This is an optimization exercise on Yosys and OpenROAD, whose aim is small area, not a production implementation. RTL that was checked went through simulation tests only; none was proved equivalent to the original.

==> module test_sequencer, before the edit <==
module test_sequencer (
   input  logic       ui_clk,
   input  logic       resetn,
   input  logic       calib_done,
   input  logic       app_rdy,
   input  logic       app_wdf_rdy,
   input  logic       rd_valid,
   input  logic       rd_match,
   output logic       app_en,
   output logic [2:0] app_cmd,
   output logic       app_wdf_wren,
   output logic       led_fail,
   output logic       beat_pass,
   output logic       advance
);
   localparam logic [3:0] S_IDLE  = 4'd0;
   localparam logic [3:0] S_WRITE = 4'd5;
   localparam logic [3:0] S_WR_CE = 4'd14;
   localparam logic [3:0] S_WR_C  = 4'd4;
   localparam logic [3:0] S_WR_D  = 4'd12;
   localparam logic [3:0] S_WR_X  = 4'd13;
   localparam logic [3:0] S_READ  = 4'd8;
   localparam logic [3:0] S_RD_C  = 4'd3;
   localparam logic [3:0] S_RD_W  = 4'd2;
   localparam logic [3:0] S_CHK_P = 4'd6;
   localparam logic [3:0] S_CHK_F = 4'd1;
   localparam logic [3:0] S_CHK_V = 4'd11;
   localparam logic [3:0] S_PARK  = 4'd7;
   localparam logic [3:0] S_CHK_VV = 4'd9;
   logic [3:0] state;
   logic [3:0] next;
   always_comb begin
      next = state;
      case (state)
         S_IDLE:  if (calib_done) next = S_WRITE;
         S_WRITE: if (app_rdy && app_wdf_rdy) next = S_WR_CE;
         S_WR_CE: begin
            if (app_rdy && app_wdf_rdy) next = S_WR_X;
            else if (app_rdy)           next = S_WR_D;
            else if (app_wdf_rdy)       next = S_WR_C;
         end
         S_WR_C:  if (app_rdy) next = S_WR_X;
         S_WR_D:  if (app_wdf_rdy) next = S_WR_X;
         S_WR_X:  next = S_READ;
         S_READ:  if (app_rdy) next = S_RD_C;
         S_RD_C:  if (app_rdy) next = S_RD_W;
         S_RD_W:  if (rd_valid) next = rd_match ? S_CHK_P : S_CHK_F;
         S_CHK_P: next = (rd_valid && rd_match) ? S_CHK_VV : S_CHK_V;
         S_CHK_F: next = S_PARK;
         S_CHK_V: next = S_WRITE;
         S_CHK_VV: next = S_WRITE;
         S_PARK:  next = S_PARK;
         default: next = S_IDLE;
      endcase
   end
   always_ff @(posedge ui_clk or negedge resetn) begin
      if (!resetn) begin
         state <= S_IDLE;
      end else begin
         state <= next;
      end
   end
   assign app_en       = (state == S_WR_CE) || (state == S_WR_C) || (state == S_RD_C);
   assign app_wdf_wren = (state == S_WR_CE) || (state == S_WR_D);
   assign app_cmd      = {2'b00, state == S_RD_C};
   assign led_fail     = (state == S_PARK);
   assign beat_pass    = (state == S_CHK_P) || (state == S_CHK_VV);
   assign advance      = (state == S_CHK_V) || (state == S_CHK_VV);
endmodule
Settings: LEC_CHECK=0, CAP_MARGIN=20, CORE_AREA=2 2 198 198, CTS_BUF_LIST=sky130_fd_sc_hd__clkbuf_8, DIE_AREA=0 0 200 200, PLACE_DENSITY=0.85, SLEW_MARGIN=20, SYNTH_HIERARCHICAL=1; clock period 10.0 ns.
standard.sh (not shown) runs the stock make flow with config.mk's settings and CLKGATE_MAP_FILE= SYNTH_SCRIPT=/design/flow/synth_recipe.tcl, a recipe that flattens the netlist after the stock synthesis.
==> flow/flow/run.sh <==
#!/bin/bash
# Layout flow. Synthesis is ORFS's (hierarchical, as config.mk asks), run
# without its adder extraction and with each of a few area-mapping ABC scripts
# in place of ORFS's own; in each run the module pattern_rom (combinational)
# is replaced by its own best area mapping. The smallest netlist whose
# registers match the standard synthesis's is laid out by the standard flow,
# with 1x buffers on the ports.
set -euo pipefail
W=$(pwd)
R=$W/orfs/results/$FLOW_PLATFORM/mem_tester_top/base
LIB=$FLOW_HOME/platforms/$FLOW_PLATFORM/lib/sky130_fd_sc_hd__tt_025C_1v80.lib
DU=$(tr '\n' ' ' < $W/flow/dont_use.txt)

# standard synthesis: the reference registers, and the fallback netlist
bash standard.sh synth > $W/std_synth.log 2>&1
cp $R/1_2_yosys.v $W/std_1_2_yosys.v

regs() { grep -oE "sky130_fd_sc_hd__(df|edf|sdf|dlx|dlr|dlc|sdl)[a-z0-9_]* +[^ ]+" $1 | sort; }
# the whole design's area (the top module's own line when the synthesis is flat)
area() {
   local a
   a=$(sed -n "s/^ *Chip area for top module '\\\\$2': \([0-9.]*\).*/\1/p" $1 | head -1)
   [[ -n $a ]] || a=$(sed -n "s/^ *Chip area for module '\\\\$2': \([0-9.]*\).*/\1/p" $1 | head -1)
   echo $a
}
less() { python3 -c "import sys; sys.exit(0 if float('$1') < float('$2') else 1)"; }
regs $W/std_1_2_yosys.v > $W/regs_std.txt
: > $W/synth_choice.txt

# pattern_rom on its own with each ROM script; keep the smallest
rom=""; rom_area=1e99
for s in $W/flow/rom/*.script; do
   n=$(basename $s .script)
   if ROM_DESIGN=$W/design.v ROM_SCRIPT=$s ROM_OUT=$W/$n.v LIB_FILE=$LIB DONT_USE="$DU" \
         yosys -c $W/flow/rom_map.tcl > $W/$n.log 2>&1; then
      a=$(area $W/$n.v.stat pattern_rom)
      echo "$n: $a" >> $W/synth_choice.txt
      if [[ -n $a ]] && less $a $rom_area; then rom=$W/$n.v; rom_area=$a; fi
   else
      echo "$n: failed" >> $W/synth_choice.txt
   fi
done
echo "pattern_rom: $rom ($rom_area)" >> $W/synth_choice.txt

# the design with each area script, in its own ORFS work folder
for s in $W/flow/abc*.script; do
   n=$(basename $s .script)
   rm -rf $W/scripts_$n $W/orfs_$n
   cp -r $FLOW_HOME/scripts $W/scripts_$n
   cp $s $W/scripts_$n/abc_area.script
   sed -i 's#^\(\s*\)log_cmd abc {\*}\$abc_args$#&\n\1source $::env(SWAP_TCL)#' $W/scripts_$n/synth.tcl
   grep -q 'SWAP_TCL' $W/scripts_$n/synth.tcl
   sed "s#WORK_HOME=[^ ]*#WORK_HOME=$W/orfs_$n#" standard.sh > $W/std_$n.sh
   ( ROM_NETLIST=$rom SWAP_TCL=$W/flow/swap.tcl \
        bash $W/std_$n.sh ABC_AREA=1 ADDER_MAP_FILE= SCRIPTS_DIR=$W/scripts_$n synth \
        > $W/synth_$n.log 2>&1 || true ) &
done
wait

best=$W/std_1_2_yosys.v
best_area=$(area $W/orfs/reports/$FLOW_PLATFORM/mem_tester_top/base/synth_stat.txt $FLOW_TOP)
echo "standard: $best_area" >> $W/synth_choice.txt
for s in $W/flow/abc*.script; do
   n=$(basename $s .script)
   v=$W/orfs_$n/results/$FLOW_PLATFORM/mem_tester_top/base/1_2_yosys.v
   st=$W/orfs_$n/reports/$FLOW_PLATFORM/mem_tester_top/base/synth_stat.txt
   [[ -f $v && -f $st ]] || { echo "$n: failed" >> $W/synth_choice.txt; continue; }
   regs $v > $W/regs_$n.txt
   a=$(area $st $FLOW_TOP)
   if ! cmp -s $W/regs_std.txt $W/regs_$n.txt; then
      echo "$n: $a, registers differ" >> $W/synth_choice.txt; continue
   fi
   echo "$n: $a" >> $W/synth_choice.txt
   if less $a $best_area; then best=$v; best_area=$a; fi
done
echo "chosen: $best ($best_area)" >> $W/synth_choice.txt

if [[ $best != $W/std_1_2_yosys.v ]]; then
   cp $best $R/1_2_yosys.v
   rm -f $R/1_synth.odb $R/1_synth.sdc
fi

BUFFER_PORTS_ARGS="-buffer_cell sky130_fd_sc_hd__buf_1" bash standard.sh finish > $W/layout.log 2>&1
Other scripts of this flow, unchanged in this note and not shown: flow/flow/abc1.script, flow/flow/abc2.script, flow/flow/abc3.script, flow/flow/abc4.script, flow/flow/dont_use.txt, flow/flow/rom/rom1.script, flow/flow/rom/rom2.script, flow/flow/rom/rom3.script, flow/flow/rom_map.tcl, flow/flow/swap.tcl
Change:
--- a/flow/design.v
+++ b/flow/design.v
@@ -121,13 +121,12 @@
    localparam logic [3:0] S_RD_C  = 4'd3;
    localparam logic [3:0] S_RD_W  = 4'd2;
    localparam logic [3:0] S_CHK_P = 4'd6;
    localparam logic [3:0] S_CHK_F = 4'd1;
    localparam logic [3:0] S_CHK_V = 4'd11;
    localparam logic [3:0] S_PARK  = 4'd7;
-   localparam logic [3:0] S_CHK_VV = 4'd9;
    logic [3:0] state;
    logic [3:0] next;
    always_comb begin
       next = state;
       case (state)
          S_IDLE:  if (calib_done) next = S_WRITE;
@@ -140,16 +139,15 @@
          S_WR_C:  if (app_rdy) next = S_WR_X;
          S_WR_D:  if (app_wdf_rdy) next = S_WR_X;
          S_WR_X:  next = S_READ;
          S_READ:  if (app_rdy) next = S_RD_C;
          S_RD_C:  if (app_rdy) next = S_RD_W;
          S_RD_W:  if (rd_valid) next = rd_match ? S_CHK_P : S_CHK_F;
-         S_CHK_P: next = (rd_valid && rd_match) ? S_CHK_VV : S_CHK_V;
+         S_CHK_P: next = S_CHK_V;
          S_CHK_F: next = S_PARK;
          S_CHK_V: next = S_WRITE;
-         S_CHK_VV: next = S_WRITE;
          S_PARK:  next = S_PARK;
          default: next = S_IDLE;
       endcase
    end
    always_ff @(posedge ui_clk or negedge resetn) begin
       if (!resetn) begin
@@ -159,14 +157,14 @@
       end
    end
    assign app_en       = (state == S_WR_CE) || (state == S_WR_C) || (state == S_RD_C);
    assign app_wdf_wren = (state == S_WR_CE) || (state == S_WR_D);
    assign app_cmd      = {2'b00, state == S_RD_C};
    assign led_fail     = (state == S_PARK);
-   assign beat_pass    = (state == S_CHK_P) || (state == S_CHK_VV);
-   assign advance      = (state == S_CHK_V) || (state == S_CHK_VV);
+   assign beat_pass    = (state == S_CHK_P);
+   assign advance      = (state == S_CHK_V);
 endmodule
 module result_checker (
    input  logic                          ui_clk,
    input  logic                          resetn,
    input  logic [256-1:0] rd_data,
    input  logic [256-1:0] pattern,
After rerunning: The new run completed with no timing, DRC or antenna violations; non-clock buffer count increases by 1; die area is unchanged; final area is about the same; fmax decreases by 2.2%; worst setup slack gets worse by 0.16 ns; global-route usage came out lower by 0.66 points; core utilization hardly moves; cell count stays flat; register-to-register slack gains 0.20 ns; worst hold slack improved by 0.021 ns; routed wire length decreases by 1.7%.
For the second run of this note, only the layout was checked, not whether the RTL still works.

[separate check: timing with driven ports]
The results above use ideal ports. As a check the final layouts listed here were re-extracted and re-timed, cells and wires unchanged.
Step 1: set_driving_cell puts a clkbuf_16 on ui_clk and a buf_2 on each other input, an assumption about the parent block.
Step 2 moves the port delays by t, midway between the first and last clock arrival at a register: inputs arrive t later, outputs are due t later. That takes back most of the time a late clock gives input paths.
Slacks: no drivers / after step 1 / after step 2; pairs: no drivers / after step 1.
run | t (ns) | setup WS [ns] | worst register clock-pin slew, ns
the first run | 0.370 | 2.998 / 2.998 / 2.998 | 0.12 / 0.12
the second run | 0.341 | 2.839 / 2.809 / 3.150 | 0.11 / 0.11
After both steps every run listed still meets setup and hold.
